This design comes from an exercise in tuning for small area and a short achievable clock period on the open sky130 flow, not from production work. Function was checked by simulation only, so behaviour that the tests miss may differ from the original. Power is estimated from default activity; no workload was simulated.

## sb_top
module sb_top (
    input  logic             clk,
    input  logic             rst,
    input  sb_pkg::inst_t    inst,
    input  logic             inst_valid,
    input  sb_pkg::fu_vec_t  fu_done,
    output logic             issue_ready,
    output sb_pkg::fu_vec_t  fu_en,
    output sb_pkg::fu_op_t   op_ctrl,
    output sb_pkg::reg_idx_t rs1_ctrl,
    output sb_pkg::reg_idx_t rs2_ctrl,
    output sb_pkg::fu_id_t   write_sel,
    output logic             reg_write,
    output sb_pkg::reg_idx_t rd_ctrl
);
    localparam int N = sb_pkg::NUM_FU;
    logic [6:0] opc;
    logic [2:0] f3;
    logic [6:0] f7;
    logic [4:0] rd, rs1, rs2;
    logic       is_op, is_imm, is_ld, is_st;
    logic       f7_base, f7_alt, f7_md, alt_en;
    logic [3:0] alu_lo;
    logic [N-1:0] sel;
    logic       has_rd, use_rs2;
    logic       rd_nz, rs1_nz, rs2_nz;
    assign opc = inst[6:0];
    assign f3  = inst[14:12];
    assign f7  = inst[31:25];
    assign rd  = inst[11:7];
    assign rs1 = inst[19:15];
    assign rs2 = inst[24:20];
    assign is_op   = opc == sb_pkg::OPC_OP;
    assign is_imm  = opc == sb_pkg::OPC_OP_IMM;
    assign is_ld   = opc == sb_pkg::OPC_LOAD;
    assign is_st   = opc == sb_pkg::OPC_STORE;
    assign f7_base = f7 == sb_pkg::F7_BASE;
    assign f7_alt  = f7 == sb_pkg::F7_ALT;
    assign f7_md   = f7 == sb_pkg::F7_MULDIV;
  ...
Settings: LEC_CHECK=0, CAP_MARGIN=20, CORE_MARGIN=2, CORE_UTILIZATION=60, CTS_BUF_LIST=sky130_fd_sc_hd__clkbuf_8, CTS_CLUSTER_SIZE=30, SETUP_SLACK_MARGIN=2.5, SLEW_MARGIN=20, SYNTH_HIERARCHICAL=1, SYNTH_MINIMUM_KEEP_SIZE=0; clock period 6.0 ns.
standard.sh (not shown) runs the stock make flow with config.mk's settings and CLKGATE_MAP_FILE= SYNTH_SCRIPT=/design/flow/synth_recipe.tcl, a recipe that flattens the netlist after the stock synthesis.
==> flow/flow/run.sh <==
#!/bin/bash
# Own flow: the standard layout with three changes.
#  1. Ports get plain buf_2 buffers (not the delay cells buffer_ports picks).
#  2. Slow many-input cells are added to the platform's don't-use list.
#  3. Synthesis maps the top module with a area-oriented ABC script, amap (its paths
#     have slack to spare) and every other module, which holds the paths to the
#     outputs, with ORFS's speed script. Registers are untouched: dfflibmap runs
#     before ABC, so names and cell types are those of the standard synthesis.
set -euo pipefail
here=$(pwd)
rm -rf "$here/scripts"
cp -r "$FLOW_HOME/scripts" "$here/scripts"
cp "$here/flow/abc_relax.script" "$here/scripts/abc_relax.script"
python3 - "$here/scripts/synth.tcl" <<'PY'
import sys
p = sys.argv[1]
s = open(p).read()
old = "  log_cmd abc {*}$abc_args\n"
new = """  set relax_args [lreplace $abc_args 1 1 $::env(SCRIPTS_DIR)/abc_relax.script]
  foreach m [split [string trim [tee -q -s result.string select -list-mod *]] "\\n"] {
    if { $m eq $::env(DESIGN_NAME) } {
      log_cmd abc {*}$relax_args $m
    } else {
      log_cmd abc {*}$abc_args $m
    }
  }
"""
assert s.count(old) == 1
open(p, "w").write(s.replace(old, new))
PY
DU="sky130_fd_sc_hd__lpflow_bleeder_1 sky130_fd_sc_hd__lpflow_clkbufkapwr_1 sky130_fd_sc_hd__lpflow_clkbufkapwr_16 sky130_fd_sc_hd__lpflow_clkbufkapwr_2 sky130_fd_sc_hd__lpflow_clkbufkapwr_4 sky130_fd_sc_hd__lpflow_clkbufkapwr_8 sky130_fd_sc_hd__lpflow_clkinvkapwr_1 sky130_fd_sc_hd__lpflow_clkinvkapwr_16 sky130_fd_sc_hd__lpflow_clkinvkapwr_2 sky130_fd_sc_hd__lpflow_clkinvkapwr_4 sky130_fd_sc_hd__lpflow_clkinvkapwr_8 sky130_fd_sc_hd__lpflow_decapkapwr_12 sky130_fd_sc_hd__lpflow_decapkapwr_3 sky130_fd_sc_hd__lpflow_decapkapwr_4 sky130_fd_sc_hd__lpflow_decapkapwr_6 sky130_fd_sc_hd__lpflow_decapkapwr_8 sky130_fd_sc_hd__lpflow_inputiso0n_1 sky130_fd_sc_hd__lpflow_inputiso0p_1 sky130_fd_sc_hd__lpflow_inputiso1n_1 sky130_fd_sc_hd__lpflow_inputiso1p_1 sky130_fd_sc_hd__lpflow_inputisolatch_1 sky130_fd_sc_hd__lpflow_isobufsrc_1 sky130_fd_sc_hd__lpflow_isobufsrc_16 sky130_fd_sc_hd__lpflow_isobufsrc_2 sky130_fd_sc_hd__lpflow_isobufsrc_4 sky130_fd_sc_hd__lpflow_isobufsrc_8 sky130_fd_sc_hd__lpflow_isobufsrckapwr_16 sky130_fd_sc_hd__lpflow_lsbuf_lh_hl_isowell_tap_1 sky130_fd_sc_hd__lpflow_lsbuf_lh_hl_isowell_tap_2 sky130_fd_sc_hd__lpflow_lsbuf_lh_hl_isowell_tap_4 sky130_fd_sc_hd__lpflow_lsbuf_lh_isowell_4 sky130_fd_sc_hd__lpflow_lsbuf_lh_isowell_tap_1 sky130_fd_sc_hd__lpflow_lsbuf_lh_isowell_tap_2 sky130_fd_sc_hd__lpflow_lsbuf_lh_isowell_tap_4 sky130_fd_sc_hd__probe_p_8 sky130_fd_sc_hd__probec_p_8  sky130_fd_sc_hd__a2111o_1 sky130_fd_sc_hd__a2111o_2 sky130_fd_sc_hd__a2111o_4 sky130_fd_sc_hd__a2111oi_0 sky130_fd_sc_hd__a2111oi_1 sky130_fd_sc_hd__a2111oi_2 sky130_fd_sc_hd__a2111oi_4 sky130_fd_sc_hd__a221o_1 sky130_fd_sc_hd__a221o_2 sky130_fd_sc_hd__a221o_4 sky130_fd_sc_hd__a2bb2o_1 sky130_fd_sc_hd__a2bb2o_2 sky130_fd_sc_hd__a2bb2o_4 sky130_fd_sc_hd__a311o_1 sky130_fd_sc_hd__a311o_2 sky130_fd_sc_hd__a311o_4 sky130_fd_sc_hd__a311oi_1 sky130_fd_sc_hd__a311oi_2 sky130_fd_sc_hd__a311oi_4 sky130_fd_sc_hd__a32o_1 sky130_fd_sc_hd__a32o_2 sky130_fd_sc_hd__a32o_4 sky130_fd_sc_hd__a32oi_1 sky130_fd_sc_hd__a32oi_2 sky130_fd_sc_hd__a32oi_4 sky130_fd_sc_hd__a41o_1 sky130_fd_sc_hd__a41o_2 sky130_fd_sc_hd__a41o_4 sky130_fd_sc_hd__a41oi_1 sky130_fd_sc_hd__a41oi_2 sky130_fd_sc_hd__a41oi_4 sky130_fd_sc_hd__and4_1 sky130_fd_sc_hd__and4_2 sky130_fd_sc_hd__and4_4 sky130_fd_sc_hd__and4b_1 sky130_fd_sc_hd__and4b_2 sky130_fd_sc_hd__and4b_4 sky130_fd_sc_hd__and4bb_1 sky130_fd_sc_hd__and4bb_2 sky130_fd_sc_hd__and4bb_4 sky130_fd_sc_hd__nor4_1 sky130_fd_sc_hd__nor4_2 sky130_fd_sc_hd__nor4_4 sky130_fd_sc_hd__nor4b_1 sky130_fd_sc_hd__nor4b_2 sky130_fd_sc_hd__nor4b_4 sky130_fd_sc_hd__nor4bb_1 sky130_fd_sc_hd__nor4bb_2 sky130_fd_sc_hd__nor4bb_4 sky130_fd_sc_hd__o2111a_1 sky130_fd_sc_hd__o2111a_2 sky130_fd_sc_hd__o2111a_4 sky130_fd_sc_hd__o2111ai_1 sky130_fd_sc_hd__o2111ai_2 sky130_fd_sc_hd__o2111ai_4 sky130_fd_sc_hd__o221a_1 sky130_fd_sc_hd__o221a_2 sky130_fd_sc_hd__o221a_4 sky130_fd_sc_hd__o2bb2a_1 sky130_fd_sc_hd__o2bb2a_2 sky130_fd_sc_hd__o2bb2a_4 sky130_fd_sc_hd__o311a_1 sky130_fd_sc_hd__o311a_2 sky130_fd_sc_hd__o311a_4 sky130_fd_sc_hd__o311ai_0 sky130_fd_sc_hd__o311ai_1 sky130_fd_sc_hd__o311ai_2 sky130_fd_sc_hd__o311ai_4 sky130_fd_sc_hd__o32a_1 sky130_fd_sc_hd__o32a_2 sky130_fd_sc_hd__o32a_4 sky130_fd_sc_hd__o32ai_1 sky130_fd_sc_hd__o32ai_2 sky130_fd_sc_hd__o32ai_4 sky130_fd_sc_hd__o41a_1 sky130_fd_sc_hd__o41a_2 sky130_fd_sc_hd__o41a_4 sky130_fd_sc_hd__o41ai_1 sky130_fd_sc_hd__o41ai_2 sky130_fd_sc_hd__o41ai_4 sky130_fd_sc_hd__or3_1 sky130_fd_sc_hd__or3_2 sky130_fd_sc_hd__or3_4 sky130_fd_sc_hd__or3b_1 sky130_fd_sc_hd__or3b_2 sky130_fd_sc_hd__or3b_4 sky130_fd_sc_hd__or4_1 sky130_fd_sc_hd__or4_2 sky130_fd_sc_hd__or4_4 sky130_fd_sc_hd__or4b_1 sky130_fd_sc_hd__or4b_2 sky130_fd_sc_hd__or4b_4 sky130_fd_sc_hd__or4bb_1 sky130_fd_sc_hd__or4bb_2 sky130_fd_sc_hd__or4bb_4 "
bash standard.sh SCRIPTS_DIR="$here/scripts" BUFFER_PORTS_ARGS="-buffer_cell sky130_fd_sc_hd__buf_2" DONT_USE_CELLS="$DU" > standard.log 2>&1
==> flow/flow/abc_relax.script <==
strash
dch
amap
topo
stime -c
dnsize -c
Next try:
--- a/flow/flow/run.sh
+++ b/flow/flow/run.sh
@@ -5 +5 @@
-#  3. Synthesis maps the top module with a area-oriented ABC script, amap (its paths
+#  3. Synthesis maps the top module with a delay-relaxed ABC script (its paths
==> flow/flow/abc_relax.script (replaced) <==
&get -n
&st
&dch
&nf -R 1000
&st
&syn2
&if -g -K 6
&synch2
&nf -R 1000
&put
buffer -c
topo
stime -c
dnsize -c
=>
- utilization drops by 3.2 points
- first-iteration DRC count shrinks by a few percent
- hold slack got worse by 0.041 ns
- clock power climbs by about a fifth
- wire length came out lower by a few percent
- total power rises by well over a third
Next try:
--- a/flow/flow/run.sh
+++ b/flow/flow/run.sh
@@ -2,7 +2,2 @@
-# Own flow: the standard layout with three changes.
-#  1. Ports get plain buf_2 buffers (not the delay cells buffer_ports picks).
-#  2. Slow many-input cells are added to the platform's don't-use list.
-#  3. Synthesis maps the top module with a delay-relaxed ABC script (its paths
-#     have slack to spare) and every other module, which holds the paths to the
-#     outputs, with ORFS's speed script. Registers are untouched: dfflibmap runs
-#     before ABC, so names and cell types are those of the standard synthesis.
+# Standard layout, with plain buffers (not delay cells) on the ports, and slow
+# many-input cells added to the platform's don't-use list.
@@ -10,21 +4,0 @@
-here=$(pwd)
-rm -rf "$here/scripts"
-cp -r "$FLOW_HOME/scripts" "$here/scripts"
-cp "$here/flow/abc_relax.script" "$here/scripts/abc_relax.script"
-python3 - "$here/scripts/synth.tcl" <<'PY'
-import sys
-p = sys.argv[1]
-s = open(p).read()
-old = "  log_cmd abc {*}$abc_args\n"
-new = """  set relax_args [lreplace $abc_args 1 1 $::env(SCRIPTS_DIR)/abc_relax.script]
-  foreach m [split [string trim [tee -q -s result.string select -list-mod *]] "\\n"] {
-    if { $m eq $::env(DESIGN_NAME) } {
-      log_cmd abc {*}$relax_args $m
-    } else {
-      log_cmd abc {*}$abc_args $m
-    }
-  }
-"""
-assert s.count(old) == 1
-open(p, "w").write(s.replace(old, new))
-PY
@@ -32 +6 @@
-bash standard.sh SCRIPTS_DIR="$here/scripts" BUFFER_PORTS_ARGS="-buffer_cell sky130_fd_sc_hd__buf_2" DONT_USE_CELLS="$DU" > standard.log 2>&1
+bash standard.sh BUFFER_PORTS_ARGS="-buffer_cell sky130_fd_sc_hd__buf_2" DONT_USE_CELLS="$DU" > standard.log 2>&1
- SETUP_SLACK_MARGIN: 2.5 -> 2.2
removed: flow/flow/abc_relax.script
Clock-buffer cell count does not change. Design area stays flat. Setup slack is worse by 0.11 ns. Area after synthesis climbs by a little under a tenth.
Next try:
--- a/flow/flow/run.sh
+++ b/flow/flow/run.sh
@@ -2,2 +2,7 @@
-# Standard layout, with plain buffers (not delay cells) on the ports, and slow
-# many-input cells added to the platform's don't-use list.
+# Own flow: the standard layout with three changes.
+#  1. Ports get plain buf_2 buffers (not the delay cells buffer_ports picks).
+#  2. Slow many-input cells are added to the platform's don't-use list.
+#  3. Synthesis maps the top module with a area-oriented ABC script, amap (its paths
+#     have slack to spare) and every other module, which holds the paths to the
+#     outputs, with ORFS's speed script. Registers are untouched: dfflibmap runs
+#     before ABC, so names and cell types are those of the standard synthesis.
@@ -4,0 +10,21 @@
+here=$(pwd)
+rm -rf "$here/scripts"
+cp -r "$FLOW_HOME/scripts" "$here/scripts"
+cp "$here/flow/abc_relax.script" "$here/scripts/abc_relax.script"
+python3 - "$here/scripts/synth.tcl" <<'PY'
+import sys
+p = sys.argv[1]
+s = open(p).read()
+old = "  log_cmd abc {*}$abc_args\n"
+new = """  set relax_args [lreplace $abc_args 1 1 $::env(SCRIPTS_DIR)/abc_relax.script]
+  foreach m [split [string trim [tee -q -s result.string select -list-mod *]] "\\n"] {
+    if { $m eq $::env(DESIGN_NAME) } {
+      log_cmd abc {*}$relax_args $m
+    } else {
+      log_cmd abc {*}$abc_args $m
+    }
+  }
+"""
+assert s.count(old) == 1
+open(p, "w").write(s.replace(old, new))
+PY
@@ -6 +32 @@
-bash standard.sh BUFFER_PORTS_ARGS="-buffer_cell sky130_fd_sc_hd__buf_2" DONT_USE_CELLS="$DU" > standard.log 2>&1
+bash standard.sh SCRIPTS_DIR="$here/scripts" BUFFER_PORTS_ARGS="-buffer_cell sky130_fd_sc_hd__buf_2" DONT_USE_CELLS="$DU" > standard.log 2>&1
==> flow/flow/abc_relax.script (new file) <==
strash
dch
amap
topo
stime -c
buffer -c
dnsize -c
- CTS_BUF_LIST: sky130_fd_sc_hd__clkbuf_8 -> sky130_fd_sc_hd__clkbuf_8 sky130_fd_sc_hd__clkbuf_16
- CTS_CLUSTER_SIZE: 30 -> 10
- SETUP_SLACK_MARGIN: 2.2 -> 2.5
Clock skew hardly moves.
Power went down by about 37%.
Clock-buffer cell count drops by 1.
Routed wire length goes up by 10%.
Final area shrinks by 4.1%.
Register-to-register slack is better by 0.28 ns.
Global-route usage rose by 5.5 points.
Non-clock buffer count increases by 6.
Final cell count falls by about 1.7%.
Worst setup slack gets better by 0.21 ns.
Next try:
- CTS_BUF_LIST: sky130_fd_sc_hd__clkbuf_8 sky130_fd_sc_hd__clkbuf_16 -> unset
- CTS_CLUSTER_SIZE: 10 -> unset
Clock skew is unchanged; fmax is unchanged; via count is unchanged; clock-buffer cell count is unchanged; register-to-register slack is about the same; sequential share of layout area is unchanged; power is unchanged; synthesized area stays the same; global-route usage stays the same; core utilization is unchanged; setup slack is unchanged.

-- afterwards: timing with drivers on the ports --
The results above use ideal ports. As a check the final layouts listed here were re-extracted and re-timed, cells and wires unchanged.
Step 1: set_driving_cell puts a clkbuf_16 on clk and a buf_2 on each other input, an assumption about the parent block.
Step 2, shift: input delay + t, output delay - t, t = (earliest + latest rising clock arrival at the registers) / 2. This alone moves slack from input paths to output paths.
Slacks: ideal ports / drivers / drivers and shift; pairs: ideal ports / drivers.
run	t, ns	slack for setup (ns)	worst data-port slew with drivers (ns)
the first run	0.409	2.423 / 2.387 / 2.387	0.09
the second run	0.412	2.372 / 2.309 / 2.309	0.08
the third run	0.414	2.259 / 2.237 / 2.237	0.03
the fourth run	0.402	2.465 / 2.419 / 2.419	0.06
the fifth run	0.402	2.465 / 2.419 / 2.419	0.06
After both steps setup and hold are still met in every run listed. For the second run, which loses most, drivers alone change the setup slack by -0.063 ns; drivers and shift together by -0.063 ns.
